Background: an optimization exercise with open tools, aiming at small area and a short achievable clock period. Do not read the settings as production practice. RTL that was checked went through simulation tests only; none was proved equivalent to the original. Power is estimated from default activity; no workload was simulated. No driver is modelled on the clock port, so clocking that relies on it looks cheaper here than on a real chip.

==> violet <==
==> flow/design.v <==
package sobel_pkg;
  localparam int DATA_W_DEF = 8;
  localparam int GRAD_W     = DATA_W_DEF + 3;
  localparam int MAX_PIX    = (1 << DATA_W_DEF) - 1;
  localparam int K_EDGE   = 1;
  localparam int K_CENTRE = 2;
endpackage
module sobel_line_buffer #(
  parameter int DEPTH  = 128,
  parameter int DATA_W = 8
) (
  input  logic                         clk,
  input  logic                         en,
  input  logic [DATA_W-1:0]            din,
  output logic [DEPTH-1:0][DATA_W-1:0] taps
);
  logic [DEPTH-1:0][DATA_W-1:0] sr_q;
  assign taps = sr_q;
  always_ff @(posedge clk) begin
    if (en) sr_q <= {sr_q[DEPTH-2:0], din};
  end
endmodule
import sobel_pkg::*;
module sobel_3x3 #(
  parameter int IMG_WIDTH  = 128,
  parameter int IMG_HEIGHT = 128,
  parameter int DATA_W     = DATA_W_DEF
) (
  input  logic              clk,
  input  logic              rst_n,
  input  logic              valid_in,
  input  logic [DATA_W-1:0] pixel_in,
  output logic              valid_out,
  output logic [DATA_W-1:0] pixel_out,
  output logic              eof_out
);
  localparam int CW   = $clog2(IMG_WIDTH);
  localparam int RW   = $clog2(IMG_HEIGHT);
  localparam int SW   = DATA_W + 2;              
  logic              v0_q;
  logic [DATA_W-1:0] p0_q;
  logic [CW-1:0]     col_q;
  logic [RW-1:0]     row_q;
  logic              last_col, last_row, win_ok;
  logic [IMG_WIDTH-1:0][DATA_W-1:0]   lb1;
  logic [IMG_WIDTH+1:0][DATA_W-1:0]   lb2;
  logic [2:0][DATA_W-1:0] w_t, w_m, w_b;
  logic              v1_q, eof1_q;
  logic [SW-1:0]     sxp_q, sxn_q, syp_q, syn_q;
  logic              v2_q, eof2_q;
  logic [SW-1:0]     ax_q, ay_q;
  logic              vout_q, eof_q;
  logic [DATA_W-1:0] pix_q;
  logic [SW:0]       dxp, dxn, dyp, dyn;
  logic [SW:0]       mag;
  sobel_line_buffer #(.DEPTH(IMG_WIDTH), .DATA_W(DATA_W)) u_lb1 (
    .clk  (clk),
    .en   (v0_q),
    .din  (p0_q),
    .taps (lb1)
  );
  sobel_line_buffer #(.DEPTH(IMG_WIDTH + 2), .DATA_W(DATA_W)) u_lb2 (
    .clk  (clk),
    .en   (v0_q),
    .din  (lb1[IMG_WIDTH-1]),
    .taps (lb2)
  );
  assign w_b = {p0_q, lb1[0], lb1[1]};
  assign w_m = {lb1[IMG_WIDTH-1], lb2[0], lb2[1]};
  assign w_t = {lb2[IMG_WIDTH-1], lb2[IMG_WIDTH], lb2[IMG_WIDTH+1]};
  assign last_col = (col_q == CW'(IMG_WIDTH - 1));
  assign last_row = (row_q == RW'(IMG_HEIGHT - 1));
  assign win_ok   = v0_q && (row_q >= RW'(2)) && (col_q >= CW'(2));
  assign dxp = {1'b0, sxp_q} - {1'b0, sxn_q};
  assign dxn = {1'b0, sxn_q} - {1'b0, sxp_q};
  assign dyp = {1'b0, syp_q} - {1'b0, syn_q};
  assign dyn = {1'b0, syn_q} - {1'b0, syp_q};
  assign mag = {1'b0, ax_q} + {1'b0, ay_q};
  always_ff @(posedge clk) begin
    p0_q  <= pixel_in;
    sxp_q <= SW'(w_t[2]) + {1'b0, w_m[2], 1'b0} + SW'(w_b[2]);
    sxn_q <= SW'(w_t[0]) + {1'b0, w_m[0], 1'b0} + SW'(w_b[0]);
    syp_q <= SW'(w_b[0]) + {1'b0, w_b[1], 1'b0} + SW'(w_b[2]);
    syn_q <= SW'(w_t[0]) + {1'b0, w_t[1], 1'b0} + SW'(w_t[2]);
    ax_q  <= dxp[SW] ? dxn[SW-1:0] : dxp[SW-1:0];
    ay_q  <= dyp[SW] ? dyn[SW-1:0] : dyp[SW-1:0];
    pix_q <= (|mag[SW:DATA_W]) ? {DATA_W{1'b1}} : mag[DATA_W-1:0];
  end
  always_ff @(posedge clk) begin
    if (!rst_n) begin
      v0_q   <= 1'b0;
      col_q  <= '0;
      row_q  <= '0;
      v1_q   <= 1'b0;
      eof1_q <= 1'b0;
      v2_q   <= 1'b0;
      eof2_q <= 1'b0;
      vout_q <= 1'b0;
      eof_q  <= 1'b0;
    end else begin
      v0_q <= valid_in;
      if (v0_q) begin
        if (last_col) begin
          col_q <= '0;
          row_q <= last_row ? '0 : row_q + RW'(1);
        end else begin
          col_q <= col_q + CW'(1);
        end
      end
      v1_q   <= win_ok;
      eof1_q <= win_ok && last_row && last_col;
      v2_q   <= v1_q;
      eof2_q <= eof1_q;
      vout_q <= v2_q;
      eof_q  <= eof2_q;
    end
  end
  assign valid_out = vout_q;
  assign pixel_out = pix_q;
  assign eof_out   = eof_q;
endmodule
==> flow/run.sh <==
#!/bin/bash
# synth_recipe.tcl (not shown) runs the flow's synth.tcl, then flattens the netlist and writes it again
# the make line also repeats each setting of config.mk as NAME=value (left out here)
make -C /OpenROAD-flow-scripts/flow DESIGN_CONFIG=/design/flow/config.mk WORK_HOME=/design/flow/orfs CLKGATE_MAP_FILE= SYNTH_SCRIPT=/design/flow/synth_recipe.tcl finish
==> flow/config.mk <==
export PLATFORM = sky130hd
export DESIGN_NAME = sobel_3x3
export DESIGN_NICKNAME = sobel_3x3
export VERILOG_FILES = /design/flow/design.v
export SDC_FILE = /design/flow/constraint.sdc
export NUM_CORES = 4
export LEC_CHECK = 0
export ABC_CLOCK_PERIOD_IN_PS = 2000
export CAP_MARGIN = 20
export CORE_MARGIN = 2
export CORE_UTILIZATION = 65
export SETUP_SLACK_MARGIN = 2.7
export SLEW_MARGIN = 20
==> flow/constraint.sdc <==
create_clock -name core_clock -period 5.0 [get_ports {clk}]
set_input_delay 1.0000 -clock core_clock [delete_from_list [all_inputs] [get_ports {clk}]]
set_output_delay 1.0000 -clock core_clock [all_outputs]
set_load 0.01 [all_outputs]
==> nickel (differences from violet) <==
==> flow/design.v, changed modules only <==
module sobel_3x3 #(
  parameter int IMG_WIDTH  = 128,
  parameter int IMG_HEIGHT = 128,
  parameter int DATA_W     = DATA_W_DEF
) (
  input  logic              clk,
  input  logic              rst_n,
  input  logic              valid_in,
  input  logic [DATA_W-1:0] pixel_in,
  output logic              valid_out,
  output logic [DATA_W-1:0] pixel_out,
  output logic              eof_out
);
  localparam int CW    = $clog2(IMG_WIDTH);
  localparam int RW    = $clog2(IMG_HEIGHT);
  localparam int NST   = 5;                   
  localparam int HW    = DATA_W - 1;          
  logic              acc;
  logic [CW-1:0]     col_q;
  logic [RW-1:0]     row_q;
  logic              last_col, last_row, win_ok;
  logic [IMG_WIDTH-1:0][DATA_W-1:0]   lb1;
  logic [IMG_WIDTH+1:0][DATA_W-1:0]   lb2;
  logic [2:0][DATA_W-1:0] w_t, w_m, w_b;
  logic [NST:1]      v_q, eof_q;
  logic [DATA_W:0]   u1_q, v1_q, w1_q, x1_q;          
  logic [DATA_W+1:0] ya2_q, yb2_q;                    
  logic [DATA_W:0]   u2_q;
  logic [DATA_W+2:0] a3_q, b3_q;                      
  logic              sat4_q;                           
  logic [HW-1:0]     ma4_q, mb4_q;
  logic [DATA_W-1:0] pix_q;                            
  logic              sat_a, sat_b;
  logic [HW-1:0]     ma, mb, mx;
  sobel_line_buffer #(.DEPTH(IMG_WIDTH), .DATA_W(DATA_W)) u_lb1 (
    .clk  (clk),
    .en   (valid_in),
    .din  (pixel_in),
    .taps (lb1)
  );
  sobel_line_buffer #(.DEPTH(IMG_WIDTH + 2), .DATA_W(DATA_W)) u_lb2 (
    .clk  (clk),
    .en   (valid_in),
    .din  (lb1[IMG_WIDTH-1]),
    .taps (lb2)
  );
  assign w_b = {pixel_in, lb1[0], lb1[1]};
  assign w_m = {lb1[IMG_WIDTH-1], lb2[0], lb2[1]};
  assign w_t = {lb2[IMG_WIDTH-1], lb2[IMG_WIDTH], lb2[IMG_WIDTH+1]};
  assign last_col = (col_q == CW'(IMG_WIDTH - 1));
  assign last_row = (row_q == RW'(IMG_HEIGHT - 1));
  assign acc      = rst_n && valid_in;
  assign win_ok   = acc && (row_q >= RW'(2)) && (col_q >= CW'(2));
  assign sat_a = ~((a3_q[DATA_W+2:HW] == '0) ||
                   ((a3_q[DATA_W+2:HW] == '1) && (a3_q[HW-1:0] != '0)));
  assign sat_b = ~((b3_q[DATA_W+2:HW] == '0) ||
                   ((b3_q[DATA_W+2:HW] == '1) && (b3_q[HW-1:0] != '0)));
  assign ma = a3_q[DATA_W+2] ? HW'(-a3_q[HW-1:0]) : a3_q[HW-1:0];
  assign mb = b3_q[DATA_W+2] ? HW'(-b3_q[HW-1:0]) : b3_q[HW-1:0];
  assign mx = (ma4_q > mb4_q) ? ma4_q : mb4_q;
  always_ff @(posedge clk) begin
    u1_q   <= {1'b0, w_m[2]} - {1'b0, w_m[0]};
    v1_q   <= {1'b0, w_b[2]} - {1'b0, w_t[0]};
    w1_q   <= {1'b0, w_b[1]} - {1'b0, w_t[1]};
    x1_q   <= {1'b0, w_t[2]} - {1'b0, w_b[0]};
    ya2_q  <= {v1_q[DATA_W], v1_q} + {w1_q[DATA_W], w1_q};
    yb2_q  <= {x1_q[DATA_W], x1_q} - {w1_q[DATA_W], w1_q};
    u2_q   <= u1_q;
    a3_q   <= {ya2_q[DATA_W+1], ya2_q} + {{2{u2_q[DATA_W]}}, u2_q};
    b3_q   <= {yb2_q[DATA_W+1], yb2_q} + {{2{u2_q[DATA_W]}}, u2_q};
    sat4_q <= sat_a | sat_b;
    ma4_q  <= ma;
    mb4_q  <= mb;
    pix_q  <= sat4_q ? {DATA_W{1'b1}} : {mx, 1'b0};
  end
  always_ff @(posedge clk) begin
    if (!rst_n) begin
      col_q <= '0;
      row_q <= '0;
      v_q   <= '0;
      eof_q <= '0;
    end else begin
      if (valid_in) begin
        if (last_col) begin
          col_q <= '0;
          row_q <= last_row ? '0 : row_q + RW'(1);
        end else begin
          col_q <= col_q + CW'(1);
        end
      end
      v_q   <= {v_q[NST-1:1], win_ok};
      eof_q <= {eof_q[NST-1:1], win_ok && last_row && last_col};
    end
  end
  assign valid_out = v_q[NST];
  assign pixel_out = pix_q;
  assign eof_out   = eof_q[NST];
endmodule
==> flow/flow/run.sh (new file) <==
#!/bin/bash
# Own layout flow: the standard flow (standard.sh) unchanged except for the
# clock tree synthesis arguments: larger sink clusters on clkbuf_16 leaves,
# full use of the leaf buffer's max capacitance, and no dummy loads.
# make's output goes to standard_finish.log; each ORFS step logs under orfs/logs.
set -euo pipefail
export CTS_ARGS="-sink_clustering_enable -repair_clock_nets -buf_list sky130_fd_sc_hd__clkbuf_16 -sink_clustering_size 30 -sink_clustering_max_diameter 80 -sink_buffer_max_cap_derate 1.0 -dont_use_dummy_load"
bash standard.sh finish > standard_finish.log 2>&1
==> flow/standard.sh (new file) <==
#!/bin/bash
# synth_recipe.tcl (not shown) runs the flow's synth.tcl, then flattens the netlist and writes it again
# the make line also repeats each setting of config.mk as NAME=value (left out here)
make -C /OpenROAD-flow-scripts/flow DESIGN_CONFIG=/design/flow/config.mk WORK_HOME=/design/flow/orfs CLKGATE_MAP_FILE= SYNTH_SCRIPT=/design/flow/synth_recipe.tcl "${@:-finish}"
--- a/flow/config.mk
+++ b/flow/config.mk
@@ -7,7 +7,10 @@
 export LEC_CHECK = 0
-export ABC_CLOCK_PERIOD_IN_PS = 2000
+export ABC_CLOCK_PERIOD_IN_PS = 1500
 export CAP_MARGIN = 20
 export CORE_MARGIN = 2
-export CORE_UTILIZATION = 65
-export SETUP_SLACK_MARGIN = 2.7
+export CORE_UTILIZATION = 74
+export CTS_BUF_LIST = sky130_fd_sc_hd__clkbuf_16
+export CTS_CLUSTER_DIAMETER = 100
+export CTS_CLUSTER_SIZE = 25
+export SETUP_SLACK_MARGIN = 3.0
 export SLEW_MARGIN = 20
removed: flow/run.sh
==> fjord (differences from violet) <==
==> flow/design.v, changed modules only <==
module sobel_3x3 #(
  parameter int IMG_WIDTH  = 128,
  parameter int IMG_HEIGHT = 128,
  parameter int DATA_W     = DATA_W_DEF
) (
  input  logic              clk,
  input  logic              rst_n,
  input  logic              valid_in,
  input  logic [DATA_W-1:0] pixel_in,
  output logic              valid_out,
  output logic [DATA_W-1:0] pixel_out,
  output logic              eof_out
);
  localparam int CW    = $clog2(IMG_WIDTH);
  localparam int RW    = $clog2(IMG_HEIGHT);
  localparam int NST   = 5;                   
  localparam int HW    = DATA_W - 1;          
  logic              acc;
  logic [CW-1:0]     col_q;
  logic [RW-1:0]     row_q;
  logic              last_col, last_row, win_ok;
  logic [IMG_WIDTH-1:0][DATA_W-1:0]   lb1;
  logic [IMG_WIDTH+1:0][DATA_W-1:0]   lb2;
  logic [2:0][DATA_W-1:0] w_t, w_m, w_b;
  logic [NST:1]      v_q, eof_q;
  logic [DATA_W:0]   u1_q, v1_q, w1_q, x1_q;          
  logic [DATA_W+1:0] ya2_q, yb2_q;                    
  logic [DATA_W:0]   u2_q;
  logic [DATA_W+2:0] a3_q, b3_q;                      
  logic              sat4_q;                           
  logic [HW-1:0]     ma4_q, mb4_q;
  logic [DATA_W-1:0] pix_q;                            
  logic              sat_a, sat_b;
  logic [HW-1:0]     ma, mb, mx;
  sobel_line_buffer #(.DEPTH(IMG_WIDTH), .DATA_W(DATA_W)) u_lb1 (
    .clk  (clk),
    .en   (valid_in),
    .din  (pixel_in),
    .taps (lb1)
  );
  sobel_line_buffer #(.DEPTH(IMG_WIDTH + 2), .DATA_W(DATA_W)) u_lb2 (
    .clk  (clk),
    .en   (valid_in),
    .din  (lb1[IMG_WIDTH-1]),
    .taps (lb2)
  );
  assign w_b = {pixel_in, lb1[0], lb1[1]};
  assign w_m = {lb1[IMG_WIDTH-1], lb2[0], lb2[1]};
  assign w_t = {lb2[IMG_WIDTH-1], lb2[IMG_WIDTH], lb2[IMG_WIDTH+1]};
  assign last_col = (col_q == CW'(IMG_WIDTH - 1));
  assign last_row = (row_q == RW'(IMG_HEIGHT - 1));
  assign acc      = rst_n && valid_in;
  assign win_ok   = acc && (row_q >= RW'(2)) && (col_q >= CW'(2));
  assign sat_a = ~((a3_q[DATA_W+2:HW] == '0) ||
                   ((a3_q[DATA_W+2:HW] == '1) && (a3_q[HW-1:0] != '0)));
  assign sat_b = ~((b3_q[DATA_W+2:HW] == '0) ||
                   ((b3_q[DATA_W+2:HW] == '1) && (b3_q[HW-1:0] != '0)));
  assign ma = a3_q[DATA_W+2] ? HW'(-a3_q[HW-1:0]) : a3_q[HW-1:0];
  assign mb = b3_q[DATA_W+2] ? HW'(-b3_q[HW-1:0]) : b3_q[HW-1:0];
  assign mx = (ma4_q > mb4_q) ? ma4_q : mb4_q;
  always_ff @(posedge clk) begin
    u1_q   <= {1'b0, w_m[2]} - {1'b0, w_m[0]};
    v1_q   <= {1'b0, w_b[2]} - {1'b0, w_t[0]};
    w1_q   <= {1'b0, w_b[1]} - {1'b0, w_t[1]};
    x1_q   <= {1'b0, w_t[2]} - {1'b0, w_b[0]};
    ya2_q  <= {v1_q[DATA_W], v1_q} + {w1_q[DATA_W], w1_q};
    yb2_q  <= {x1_q[DATA_W], x1_q} - {w1_q[DATA_W], w1_q};
    u2_q   <= u1_q;
    a3_q   <= {ya2_q[DATA_W+1], ya2_q} + {{2{u2_q[DATA_W]}}, u2_q};
    b3_q   <= {yb2_q[DATA_W+1], yb2_q} + {{2{u2_q[DATA_W]}}, u2_q};
    sat4_q <= sat_a | sat_b;
    ma4_q  <= ma;
    mb4_q  <= mb;
    pix_q  <= sat4_q ? {DATA_W{1'b1}} : {mx, 1'b0};
  end
  always_ff @(posedge clk) begin
    if (!rst_n) begin
      col_q <= '0;
      row_q <= '0;
      v_q   <= '0;
      eof_q <= '0;
    end else begin
      if (valid_in) begin
        if (last_col) begin
          col_q <= '0;
          row_q <= last_row ? '0 : row_q + RW'(1);
        end else begin
          col_q <= col_q + CW'(1);
        end
      end
      v_q   <= {v_q[NST-1:1], win_ok};
      eof_q <= {eof_q[NST-1:1], win_ok && last_row && last_col};
    end
  end
  assign valid_out = v_q[NST];
  assign pixel_out = pix_q;
  assign eof_out   = eof_q[NST];
endmodule
--- a/flow/config.mk
+++ b/flow/config.mk
@@ -7,7 +7,10 @@
 export LEC_CHECK = 0
-export ABC_CLOCK_PERIOD_IN_PS = 2000
+export ABC_CLOCK_PERIOD_IN_PS = 1500
 export CAP_MARGIN = 20
 export CORE_MARGIN = 2
-export CORE_UTILIZATION = 65
-export SETUP_SLACK_MARGIN = 2.7
+export CORE_UTILIZATION = 80
+export CTS_BUF_LIST = sky130_fd_sc_hd__clkbuf_16
+export CTS_CLUSTER_DIAMETER = 100
+export CTS_CLUSTER_SIZE = 30
+export SETUP_SLACK_MARGIN = 3.0
 export SLEW_MARGIN = 20
==> notes <==
fjord aborted during detailed placement on DPL-0033. nickel completed with no timing, DRC or antenna violations. violet went through all stages and came out clean.
Combinational power: nickel is smaller than violet (17%).
Against violet, the die area of nickel is smaller by 12%.
Between nickel and violet, the lower sequential power is in violet (gap about 5%, measured against violet).
First-iteration DRC count: violet is smaller than nickel (2.0%).
The RTL of violet was laid out without a check of its function.

[port drivers added, routing unchanged]
Ports are ideal in the flow. The routed layouts listed here were re-timed in OpenROAD. Step 1: set_driving_cell puts a clkbuf_16 on clk and a buf_2 on each other input, an assumption about the parent block. Step 2 also shifts input and output timing later by t, the mid clock arrival at the registers, as if the neighbouring blocks saw the same clock. Slacks: ideal / step 1 / step 2; pairs: ideal / step 1.
run	t, ns	slack for setup (ns)	clock arrival spread, ns	pins driven straight from the clock port
violet	0.824	2.571 / 2.571 / 2.571	0.040 / 0.040	1
nickel	0.728	2.799 / 2.734 / 2.209	0.069 / 0.069	1
After both steps setup and hold are still met in every run listed. For nickel, which loses most, drivers alone change the setup slack by -0.065 ns; drivers and shift together by -0.590 ns.
